Source: an optimization exercise on an open RTL-to-GDS flow (aim: small area and a short achievable clock period). Production flows keep margins and buffers that such runs may drop.
In this exercise RTL edits were held to simulation tests only and were not proved equivalent to the original.
Power and IR drop assume default switching activity. The flow treats the clock pin as an ideal source, which a real chip does not have.

## run 1
Design router_lpm_mc, start of the top module:
module router_lpm_mc #(
   parameter int unsigned N_CH   = 4,
   parameter int unsigned DEPTH  = 16,
   parameter int unsigned PORT_W = 16,
   parameter int unsigned IP_W   = 32,
   localparam int unsigned CH_W  = (N_CH > 1) ? $clog2(N_CH) : 1,
   localparam int unsigned IDX_W = (DEPTH > 1) ? $clog2(DEPTH) : 1
) (
   input  logic                 clk,
   input  logic                 rst,
   input  logic [N_CH-1:0]      lkp_valid,
   output logic [N_CH-1:0]      lkp_ready,
   input  logic [N_CH*IP_W-1:0] lkp_dst_ip,
   output logic                 resp_valid,
   input  logic                 resp_ready,
   output logic [CH_W-1:0]      resp_ch,
   output logic                 resp_found,
   output logic                 resp_is_default,
   output logic [IDX_W-1:0]     resp_idx,
   output logic [PORT_W-1:0]    resp_out_port,
   output logic [IP_W-1:0]      resp_next_hop_ip,
   input  logic                 cfg_wr,
   input  logic [IDX_W-1:0]     cfg_idx,
   input  logic                 cfg_entry_valid,
   input  logic [IP_W-1:0]      cfg_prefix,
   input  logic [5:0]           cfg_prefix_len,
   input  logic [PORT_W-1:0]    cfg_out_port,
   input  logic [IP_W-1:0]      cfg_next_hop_ip,
   input  logic                 cfg_clear,
   output logic [31:0]          stat_lookups,
   output logic [31:0]          stat_misses
);
Size in the first run: roughly 4,000 cells after synthesis, ~1,500 flip-flops, ~350 I/O pins, roughly 0.060 mm² of cells after synthesis.
Settings: LEC_CHECK=0, ABC_AREA=1, CAP_MARGIN=20, CORE_MARGIN=2, CORE_UTILIZATION=55, PLACE_DENSITY=0.7, SLEW_MARGIN=20, BUFFER_PORTS_ARGS=-buffer_cell sky130_fd_sc_hd__buf_1, POST_GLOBAL_PLACE_TCL=/design/flow/flow/port_buffers.tcl, CTS_ARGS=-sink_clustering_enable -repair_clock_nets -buf_list {sky130_fd_sc_hd__clkbuf_16} -root_buf sky130_fd_sc_hd__clkbuf_16 -sink_clustering_size 28 -sink_clustering_max_diameter 100 -dont_use_dummy_load; clock period 29.0 ns.
standard.sh (not shown) runs the stock make flow with config.mk's settings and CLKGATE_MAP_FILE= SYNTH_SCRIPT=/design/flow/synth_recipe.tcl, a recipe that flattens the netlist after the stock synthesis.
==> flow/flow/run.sh <==
#!/bin/bash
# Layout flow: the standard flow (standard.sh), with two changes.
#  1. Synthesis runs ORFS's own synthesis script except for the final ABC mapping: the
#     combinational cone of the lkp_ready outputs is mapped first, on its own, with a
#     speed script (abc_fast.script); the rest is then mapped with an area script
#     (abc_area.script) and without the half-adder extraction step. The registers come out
#     of the same steps as in the standard synthesis.
#  2. extra.mk adds ORFS settings: the port buffer cell, the clock tree options and a hook
#     (port_buffers.tcl) that enlarges the buffers on the lkp_ready path's ports.
# Each step's full output goes to a log file here; ORFS's own logs are under orfs/logs.
set -euo pipefail
WORK=$(pwd)
FL=$WORK/flow

# synth_core.tcl: ORFS's synth.tcl with the abc call replaced as described above
python3 - "$FLOW_HOME/scripts/synth.tcl" "$WORK/synth_core.tcl" <<'PY'
import sys
s = open(sys.argv[1]).read()
old = "  log_cmd abc {*}$abc_args\n"
assert s.count(old) == 1
new = """  select -set my_cone o:lkp_ready %cie* {t:$_*_} %i
  select -count @my_cone
  log_cmd abc -script $::env(MY_FAST_SCRIPT) {*}$lib_args {*}$lib_dont_use_args \\
    -constr $::env(OBJECTS_DIR)/abc.constr @my_cone
  log_cmd abc -script $::env(MY_ABC_SCRIPT) {*}$lib_args {*}$lib_dont_use_args \\
    -constr $::env(OBJECTS_DIR)/abc.constr
"""
open(sys.argv[2], "w").write(s.replace(old, new))
PY

sed "s|\$(FLOW_DIR_OF_VERSION)|$FL|" "$FL/extra.mk" >> config.mk

sed "s#SYNTH_SCRIPT=[^ ]*#SYNTH_SCRIPT=$FL/my_synth.tcl MY_FLOW_DIR=$WORK MY_ABC_SCRIPT=$FL/abc_area.script MY_FAST_SCRIPT=$FL/abc_fast.script#" \
    standard.sh > my_standard.sh
grep -q "MY_ABC_SCRIPT" my_standard.sh

bash my_standard.sh synth ADDER_MAP_FILE= > synth.log 2>&1
bash my_standard.sh finish > layout.log 2>&1
test -f out/final.def
==> flow/flow/abc_fast.script <==
strash
dch
map -D 10
buffer -c
upsize -c
dnsize -c
==> flow/flow/extra.mk <==
export BUFFER_PORTS_ARGS = -buffer_cell sky130_fd_sc_hd__buf_1
export POST_GLOBAL_PLACE_TCL = $(FLOW_DIR_OF_VERSION)/port_buffers.tcl
export CTS_ARGS = -sink_clustering_enable -repair_clock_nets -buf_list {sky130_fd_sc_hd__clkbuf_16} -root_buf sky130_fd_sc_hd__clkbuf_16 -sink_clustering_size 28 -sink_clustering_max_diameter 100 -dont_use_dummy_load
==> flow/flow/port_buffers.tcl <==
# Runs at the end of global placement (POST_GLOBAL_PLACE_TCL). The ports are buffered with
# buf_1; the buffers on the ports of the lkp_valid/resp_ready -> lkp_ready combinational
# path are made larger.
foreach port [get_ports {lkp_valid[*] resp_ready}] {
  set net [get_nets [get_full_name $port]]
  foreach pin [get_pins -of_objects $net -filter "direction==input"] {
    set inst [get_cells -of_objects $pin]
    puts "port [get_full_name $port]: [get_full_name $inst] -> sky130_fd_sc_hd__buf_8"
    replace_cell $inst sky130_fd_sc_hd__buf_8
  }
}
foreach port [get_ports {lkp_ready[*]}] {
  set net [get_nets [get_full_name $port]]
  foreach pin [get_pins -of_objects $net -filter "direction==output"] {
    set inst [get_cells -of_objects $pin]
    puts "port [get_full_name $port]: [get_full_name $inst] -> sky130_fd_sc_hd__buf_8"
    replace_cell $inst sky130_fd_sc_hd__buf_8
  }
}
estimate_parasitics -placement
Other scripts of this flow, unchanged in this note and not shown: flow/flow/abc_area.script, flow/flow/my_synth.tcl
For run 2, these inputs were changed with respect to run 1:
# run 1
export LEC_CHECK = 0
export ABC_AREA = 1
export CAP_MARGIN = 20
export CORE_MARGIN = 2
export CORE_UTILIZATION = 55
export PLACE_DENSITY = 0.7
export SLEW_MARGIN = 20
export BUFFER_PORTS_ARGS = -buffer_cell sky130_fd_sc_hd__buf_1
export POST_GLOBAL_PLACE_TCL = /design/flow/flow/port_buffers.tcl
export CTS_ARGS = -sink_clustering_enable -repair_clock_nets -buf_list {sky130_fd_sc_hd__clkbuf_16} -root_buf sky130_fd_sc_hd__clkbuf_16 -sink_clustering_size 28 -sink_clustering_max_diameter 100 -dont_use_dummy_load
create_clock -name core_clock -period 29.0 [get_ports {clk}]
# run 2
export LEC_CHECK = 0
export ABC_AREA = 1
export CAP_MARGIN = 20
export CORE_MARGIN = 2
export CORE_UTILIZATION = 55
export PLACE_DENSITY = 0.7
export SLEW_MARGIN = 20
export BUFFER_PORTS_ARGS = -buffer_cell sky130_fd_sc_hd__buf_1
export POST_GLOBAL_PLACE_TCL = /design/flow/flow/port_buffers.tcl
export CTS_ARGS = -sink_clustering_enable -repair_clock_nets -buf_list {sky130_fd_sc_hd__clkbuf_16} -root_buf sky130_fd_sc_hd__clkbuf_16 -sink_clustering_size 24 -sink_clustering_max_diameter 70 -dont_use_dummy_load
create_clock -name core_clock -period 29.0 [get_ports {clk}]
==> flow/flow/abc_fast.script <==
strash
&get -n
&st
&syn2
&if -g -K 6
&synch2
&nf
&put
buffer -c
topo
upsize -c
dnsize -c
==> flow/flow/extra.mk <==
export BUFFER_PORTS_ARGS = -buffer_cell sky130_fd_sc_hd__buf_1
export POST_GLOBAL_PLACE_TCL = $(FLOW_DIR_OF_VERSION)/port_buffers.tcl
export CTS_ARGS = -sink_clustering_enable -repair_clock_nets -buf_list {sky130_fd_sc_hd__clkbuf_16} -root_buf sky130_fd_sc_hd__clkbuf_16 -sink_clustering_size 24 -sink_clustering_max_diameter 70 -dont_use_dummy_load
diff --git a/flow/flow/port_buffers.tcl b/flow/flow/port_buffers.tcl
--- a/flow/flow/port_buffers.tcl
+++ b/flow/flow/port_buffers.tcl
@@ -7,4 +7,4 @@
     set inst [get_cells -of_objects $pin]
-    puts "port [get_full_name $port]: [get_full_name $inst] -> sky130_fd_sc_hd__buf_8"
-    replace_cell $inst sky130_fd_sc_hd__buf_8
+    puts "port [get_full_name $port]: [get_full_name $inst] -> sky130_fd_sc_hd__buf_4"
+    replace_cell $inst sky130_fd_sc_hd__buf_4
   }
@@ -15,4 +15,4 @@
     set inst [get_cells -of_objects $pin]
-    puts "port [get_full_name $port]: [get_full_name $inst] -> sky130_fd_sc_hd__buf_8"
-    replace_cell $inst sky130_fd_sc_hd__buf_8
+    puts "port [get_full_name $port]: [get_full_name $inst] -> sky130_fd_sc_hd__buf_4"
+    replace_cell $inst sky130_fd_sc_hd__buf_4
   }
Results
Run 1 and run 2 ended up with nearly the same inserted tap cell count. The fraction of standard cell area that is sequential reported for run 2 is smaller than that of run 1 by 0.57 points. Against run 1, global-route wire length before repair in run 2 came out worse. Going from run 1 to run 2, number of nets produced by synthesis now sits at about the same level, filler cell count in the final layout now sits lower. [run 2] final worst-path cycle share rose 0.53 points relative to run 1.
### run 2 -> run 3
# run 2
export LEC_CHECK = 0
export ABC_AREA = 1
export CAP_MARGIN = 20
export CORE_MARGIN = 2
export CORE_UTILIZATION = 55
export PLACE_DENSITY = 0.7
export SLEW_MARGIN = 20
export BUFFER_PORTS_ARGS = -buffer_cell sky130_fd_sc_hd__buf_1
export POST_GLOBAL_PLACE_TCL = /design/flow/flow/port_buffers.tcl
export CTS_ARGS = -sink_clustering_enable -repair_clock_nets -buf_list {sky130_fd_sc_hd__clkbuf_16} -root_buf sky130_fd_sc_hd__clkbuf_16 -sink_clustering_size 24 -sink_clustering_max_diameter 70 -dont_use_dummy_load
create_clock -name core_clock -period 29.0 [get_ports {clk}]
# run 3
export LEC_CHECK = 0
export ABC_AREA = 1
export CAP_MARGIN = 20
export CORE_MARGIN = 2
export CORE_UTILIZATION = 55
export PLACE_DENSITY = 0.7
export SLEW_MARGIN = 20
export BUFFER_PORTS_ARGS = -buffer_cell sky130_fd_sc_hd__buf_1
export POST_GLOBAL_PLACE_TCL = /design/flow/flow/port_buffers.tcl
export CTS_ARGS = -sink_clustering_enable -repair_clock_nets -buf_list {sky130_fd_sc_hd__clkbuf_16} -root_buf sky130_fd_sc_hd__clkbuf_16 -sink_clustering_size 28 -sink_clustering_max_diameter 100 -dont_use_dummy_load
create_clock -name core_clock -period 29.0 [get_ports {clk}]
==> flow/flow/extra.mk <==
export BUFFER_PORTS_ARGS = -buffer_cell sky130_fd_sc_hd__buf_1
export POST_GLOBAL_PLACE_TCL = $(FLOW_DIR_OF_VERSION)/port_buffers.tcl
export CTS_ARGS = -sink_clustering_enable -repair_clock_nets -buf_list {sky130_fd_sc_hd__clkbuf_16} -root_buf sky130_fd_sc_hd__clkbuf_16 -sink_clustering_size 28 -sink_clustering_max_diameter 100 -dont_use_dummy_load
Results
Sequential share of layout area was lower in the run labelled run 2. Compared to run 2, run 3 has total power 200 µW lower. Summary of run 3 over run 2: ratio of final minimum period to clock period flat; wire length comparable; synthesized cell count neither gained nor lost much; H-tree depth shrank by 1. Run 3 -> run 2: multi-input combinational gate total delta 0, exact match. As far as ratio of routed vias to standard cells is concerned, run 2 and run 3 perform about the same. Final worst hold slack: run 3 vs run 2 up 0.0031 ns. Run 3 vs run 2: setup slack up in run 3.
Modified inputs, run 4 compared to run 3
# run 3
export LEC_CHECK = 0
export ABC_AREA = 1
export CAP_MARGIN = 20
export CORE_MARGIN = 2
export CORE_UTILIZATION = 55
export PLACE_DENSITY = 0.7
export SLEW_MARGIN = 20
export BUFFER_PORTS_ARGS = -buffer_cell sky130_fd_sc_hd__buf_1
export POST_GLOBAL_PLACE_TCL = /design/flow/flow/port_buffers.tcl
export CTS_ARGS = -sink_clustering_enable -repair_clock_nets -buf_list {sky130_fd_sc_hd__clkbuf_16} -root_buf sky130_fd_sc_hd__clkbuf_16 -sink_clustering_size 28 -sink_clustering_max_diameter 100 -dont_use_dummy_load
create_clock -name core_clock -period 29.0 [get_ports {clk}]
# run 4
export LEC_CHECK = 0
export ABC_AREA = 1
export CAP_MARGIN = 20
export CORE_MARGIN = 2
export CORE_UTILIZATION = 65
export PLACE_DENSITY = 0.75
export SLEW_MARGIN = 20
export BUFFER_PORTS_ARGS = -buffer_cell sky130_fd_sc_hd__buf_1
export POST_GLOBAL_PLACE_TCL = /design/flow/flow/port_buffers.tcl
export CTS_ARGS = -sink_clustering_enable -repair_clock_nets -buf_list {sky130_fd_sc_hd__clkbuf_16} -root_buf sky130_fd_sc_hd__clkbuf_16 -sink_clustering_size 28 -sink_clustering_max_diameter 100 -dont_use_dummy_load
create_clock -name core_clock -period 29.0 [get_ports {clk}]
Findings:
- There was hardly any difference in cell leakage power between run 3 and run 4.
- Comparing floorplan row count for run 3 and run 4, the smaller number came from run 4.
- In run 4 the post-route non-filler standard cell count turned out about 3% lower than in run 3.
- Wire length of the first global-routing pass (run 4 / run 3): 0.946
- As of run 4, iteration-0 DRC count of the detailed router had fallen by a few percent compared to run 3.
- | area of the core region | run 4 vs run 3 | 16% lower |
- Cmp run 3 and run 4 / total power / lower: run 4
- Run 3 and run 4 ended up with roughly the same synthesized netlist net count.

---

Setup of lagoon:
router_lpm_mc again, from the RTL that the note above started with.
Design router_lpm_mc, start of the top module:
module router_lpm_mc #(
   parameter int unsigned N_CH   = 4,
   parameter int unsigned DEPTH  = 16,
   parameter int unsigned PORT_W = 16,
   parameter int unsigned IP_W   = 32,
   localparam int unsigned CH_W  = (N_CH > 1) ? $clog2(N_CH) : 1,
   localparam int unsigned IDX_W = (DEPTH > 1) ? $clog2(DEPTH) : 1
) (
   input  logic                 clk,
   input  logic                 rst,
   input  logic [N_CH-1:0]      lkp_valid,
   output logic [N_CH-1:0]      lkp_ready,
   input  logic [N_CH*IP_W-1:0] lkp_dst_ip,
   output logic                 resp_valid,
   input  logic                 resp_ready,
   output logic [CH_W-1:0]      resp_ch,
   output logic                 resp_found,
   output logic                 resp_is_default,
   output logic [IDX_W-1:0]     resp_idx,
   output logic [PORT_W-1:0]    resp_out_port,
   output logic [IP_W-1:0]      resp_next_hop_ip,
   input  logic                 cfg_wr,
   input  logic [IDX_W-1:0]     cfg_idx,
   input  logic                 cfg_entry_valid,
   input  logic [IP_W-1:0]      cfg_prefix,
   input  logic [5:0]           cfg_prefix_len,
   input  logic [PORT_W-1:0]    cfg_out_port,
   input  logic [IP_W-1:0]      cfg_next_hop_ip,
   input  logic                 cfg_clear,
   output logic [31:0]          stat_lookups,
   output logic [31:0]          stat_misses
);
==> flow/config.mk <==
export PLATFORM = sky130hd
export DESIGN_NAME = router_lpm_mc
export DESIGN_NICKNAME = router_lpm_mc
export VERILOG_FILES = /design/flow/design.v
export SDC_FILE = /design/flow/constraint.sdc
export NUM_CORES = 4
export LEC_CHECK = 0
export ABC_AREA = 1
export CAP_MARGIN = 20
export CORE_MARGIN = 2
export CORE_UTILIZATION = 55
export PLACE_DENSITY = 0.7
export SLEW_MARGIN = 20
export BUFFER_PORTS_ARGS = -buffer_cell sky130_fd_sc_hd__buf_1
export POST_GLOBAL_PLACE_TCL = /design/flow/flow/port_buffers.tcl
export CTS_ARGS = -sink_clustering_enable -repair_clock_nets -buf_list {sky130_fd_sc_hd__clkbuf_16} -root_buf sky130_fd_sc_hd__clkbuf_16 -sink_clustering_size 28 -sink_clustering_max_diameter 100 -dont_use_dummy_load
==> flow/constraint.sdc <==
create_clock -name core_clock -period 29.0 [get_ports {clk}]
set_input_delay 5.8000 -clock core_clock [delete_from_list [all_inputs] [get_ports {clk}]]
set_output_delay 5.8000 -clock core_clock [all_outputs]
set_load 0.01 [all_outputs]
==> flow/flow/abc_area.script <==
strash
&get -n
&fraig -x
&put
scorr
dc2
strash
&get -n
&dch -f
&nf -R 1000
&put
strash
dc2
&get -n
&dch -f
&nf -R 1000
&put
==> flow/flow/abc_fast.script <==
strash
dch
map -D 10
buffer -c
upsize -c
dnsize -c
==> flow/flow/extra.mk <==
export BUFFER_PORTS_ARGS = -buffer_cell sky130_fd_sc_hd__buf_1
export POST_GLOBAL_PLACE_TCL = $(FLOW_DIR_OF_VERSION)/port_buffers.tcl
export CTS_ARGS = -sink_clustering_enable -repair_clock_nets -buf_list {sky130_fd_sc_hd__clkbuf_16} -root_buf sky130_fd_sc_hd__clkbuf_16 -sink_clustering_size 28 -sink_clustering_max_diameter 100 -dont_use_dummy_load
==> flow/flow/my_synth.tcl <==
# synth_recipe.tcl with this flow's copy of the ORFS synthesis script (synth_core.tcl, made by
# run.sh), which differs from the original only in its ABC mapping script.
proc synth {args} { yosys synth -nofsm -noshare {*}$args }
source $::env(MY_FLOW_DIR)/synth_core.tcl
# left out here: clear keep_hierarchy, flatten, clean up, hide names made inside functions, write 1_2_yosys.v
==> flow/flow/port_buffers.tcl <==
# Runs at the end of global placement (POST_GLOBAL_PLACE_TCL). The ports are buffered with
# buf_1; the buffers on the ports of the lkp_valid/resp_ready -> lkp_ready combinational
# path are made larger.
foreach port [get_ports {lkp_valid[*] resp_ready}] {
  set net [get_nets [get_full_name $port]]
  foreach pin [get_pins -of_objects $net -filter "direction==input"] {
    set inst [get_cells -of_objects $pin]
    puts "port [get_full_name $port]: [get_full_name $inst] -> sky130_fd_sc_hd__buf_4"
    replace_cell $inst sky130_fd_sc_hd__buf_4
  }
}
foreach port [get_ports {lkp_ready[*]}] {
  set net [get_nets [get_full_name $port]]
  foreach pin [get_pins -of_objects $net -filter "direction==output"] {
    set inst [get_cells -of_objects $pin]
    puts "port [get_full_name $port]: [get_full_name $inst] -> sky130_fd_sc_hd__buf_4"
    replace_cell $inst sky130_fd_sc_hd__buf_4
  }
}
estimate_parasitics -placement
Scripts as last shown in full above: flow/flow/run.sh
No stage failed in lagoon, and the final checks on the layout all came back clean.
#### Input delta (violet over lagoon)
Settings: PLACE_DENSITY changed from 0.7 to 0.75; CORE_UTILIZATION changed from 55 to 65.
==> flow/flow/abc_area.script <==
strash
&get -n
&fraig -x
&put
scorr
dc2
strash
&get -n
&dch -f
&nf -R 1000
&put
strash
&get -n
&dch -f
&nf -R 1000
&put
strash
&get -n
&dch -f
&nf -R 1000
&put
--- outcome ---
The run with more routed wire is lagoon, not violet.
The logic depth of the worst register-to-register path number comes out higher for violet vs lagoon.
violet does worse than lagoon on sum of internal, switching and leakage power.
violet vs lagoon — portion of total power attributed to the clock network dropped 0.8 points.
Cmp lagoon and violet / overall routing resource usage / lower: lagoon
lagoon and violet ended up with nearly the same share of the clock period used by the worst path.
Compared with lagoon, in violet met3 track demand over resource climbed 1.5 points; met2 global-route usage rose 7.7 points.
Input changes introduced in quartz (baseline for comparison: violet):
Settings: CORE_UTILIZATION: 65 -> 55; PLACE_DENSITY: 0.75 -> 0.7; GPL_TIMING_DRIVEN: unset -> 0.
==> flow/flow/abc_area.script <==
strash
&get -n
&fraig -x
&put
scorr
dc2
strash
&get -n
&dch -f
&nf -R 1000
&put
strash
dc2
&get -n
&dch -f
&nf -R 1000
&put
==> flow/flow/abc_fast.script <==
strash
&get -n
&st
&syn2
&if -g -K 6
&synch2
&nf
&put
buffer -c
topo
upsize -c
dnsize -c
--- outcome ---
- Having completed the whole flow, quartz delivered a layout that passed the timing, design-rule and antenna checks.
- quartz vs violet — achievable frequency dropped 0.95 MHz.
- Power dissipated in the clock network was higher in quartz than in violet.
- violet has higher met1 track demand over resource than quartz.
- Non-clock buffer count, quartz vs violet: up by more than a quarter
- Total number of H-tree levels: violet vs quartz identical
The following lists how raven was set up differently from quartz:
Settings: a change of CAP_MARGIN from 20 to 5; a deleted GPL_TIMING_DRIVEN that had been 0; a change of SLEW_MARGIN from 20 to 5.
Results
Going from quartz to raven, static leakage power now smaller; final worst-path setup slack up 0.0081 ns.
raven vs. quartz: overall overflow remaining after global route neither gained nor lost much; final critical path time including I/O delays and setup has decreased.
The utilization reported for raven is smaller than that of quartz by 3.3 points.
Final instance area (lower): raven
Number of vias after detailed routing (raven over quartz): decrease, 187
Relative to raven, the following input files were edited for pepper:
Settings: CAP_MARGIN now 20, was 5; SLEW_MARGIN now 20, was 5.
==> flow/flow/abc_area.script <==
strash
&get -n
&fraig -x
&put
scorr
dc2
strash
&get -n
&dch -f
&nf -R 1000
&put
strash
&get -n
&dch -f
&nf -R 1000
&put
strash
&get -n
&dch -f
&nf -R 1000
&put
==> flow/flow/abc_fast.script <==
strash
dch
map -D 10
buffer -c
upsize -c
dnsize -c
Notes after the runs:
Looking at capturing element of the worst setup path, the resp_dat_q[22]$_DFFE_PP_ result is from pepper; the lkp_ready[0] one comes from raven. Number of antenna violations at the first check in global routing in pepper vs raven: down 8. Summary of pepper over raven: wire length now sits higher; met2 routed wirelength now sits higher; clock latency of the later-clocked register in the worst-skew pair now sits higher. Cmp pepper vs raven: final worst hold slack lower in pepper.

## port drivers added, routing unchanged
In the flow no input, the clock included, has a driving cell. The finished layouts below were timed again as built, in two steps. Step 1 sets driving cells, clkbuf_16 on the clock port and buf_2 on the other inputs (assumed; they add their load-dependent delay and slew). Step 2, shift: input delay + t, output delay - t, t = (earliest + latest rising clock arrival at the registers) / 2. This alone moves slack from input paths to output paths. Three values: ideal, step 1, step 2; two values: the first two.
run | t, ns | slack for setup (ns) | clock arrival spread, ns | slew at the worst register clock pin (ns)
run 1 | 0.785 | 16.771 / 16.729 / 16.729 | 0.104 / 0.104 | 0.12 / 0.12
run 2 | 0.743 | 16.617 / 16.587 / 16.587 | 0.086 / 0.086 | 0.10 / 0.10
run 3 | 0.756 | 16.620 / 16.590 / 16.590 | 0.101 / 0.101 | 0.11 / 0.11
run 4 | 0.746 | 16.623 / 16.594 / 16.594 | 0.096 / 0.096 | 0.11 / 0.11
lagoon | 0.781 | 16.794 / 16.765 / 16.765 | 0.079 / 0.080 | 0.12 / 0.12
violet | 0.765 | 16.756 / 16.732 / 16.732 | 0.077 / 0.078 | 0.11 / 0.11
quartz | 0.781 | 16.611 / 16.584 / 16.584 | 0.118 / 0.118 | 0.12 / 0.12
raven | 0.760 | 16.619 / 16.589 / 16.589 | 0.103 / 0.103 | 0.11 / 0.11
pepper | 0.785 | 16.357 / 16.357 / 16.357 | 0.094 / 0.094 | 0.12 / 0.12
After both steps every run listed still meets setup and hold. The setup slack of run 1, which loses most, moves by -0.042 ns with the drivers and by -0.042 ns with both steps.
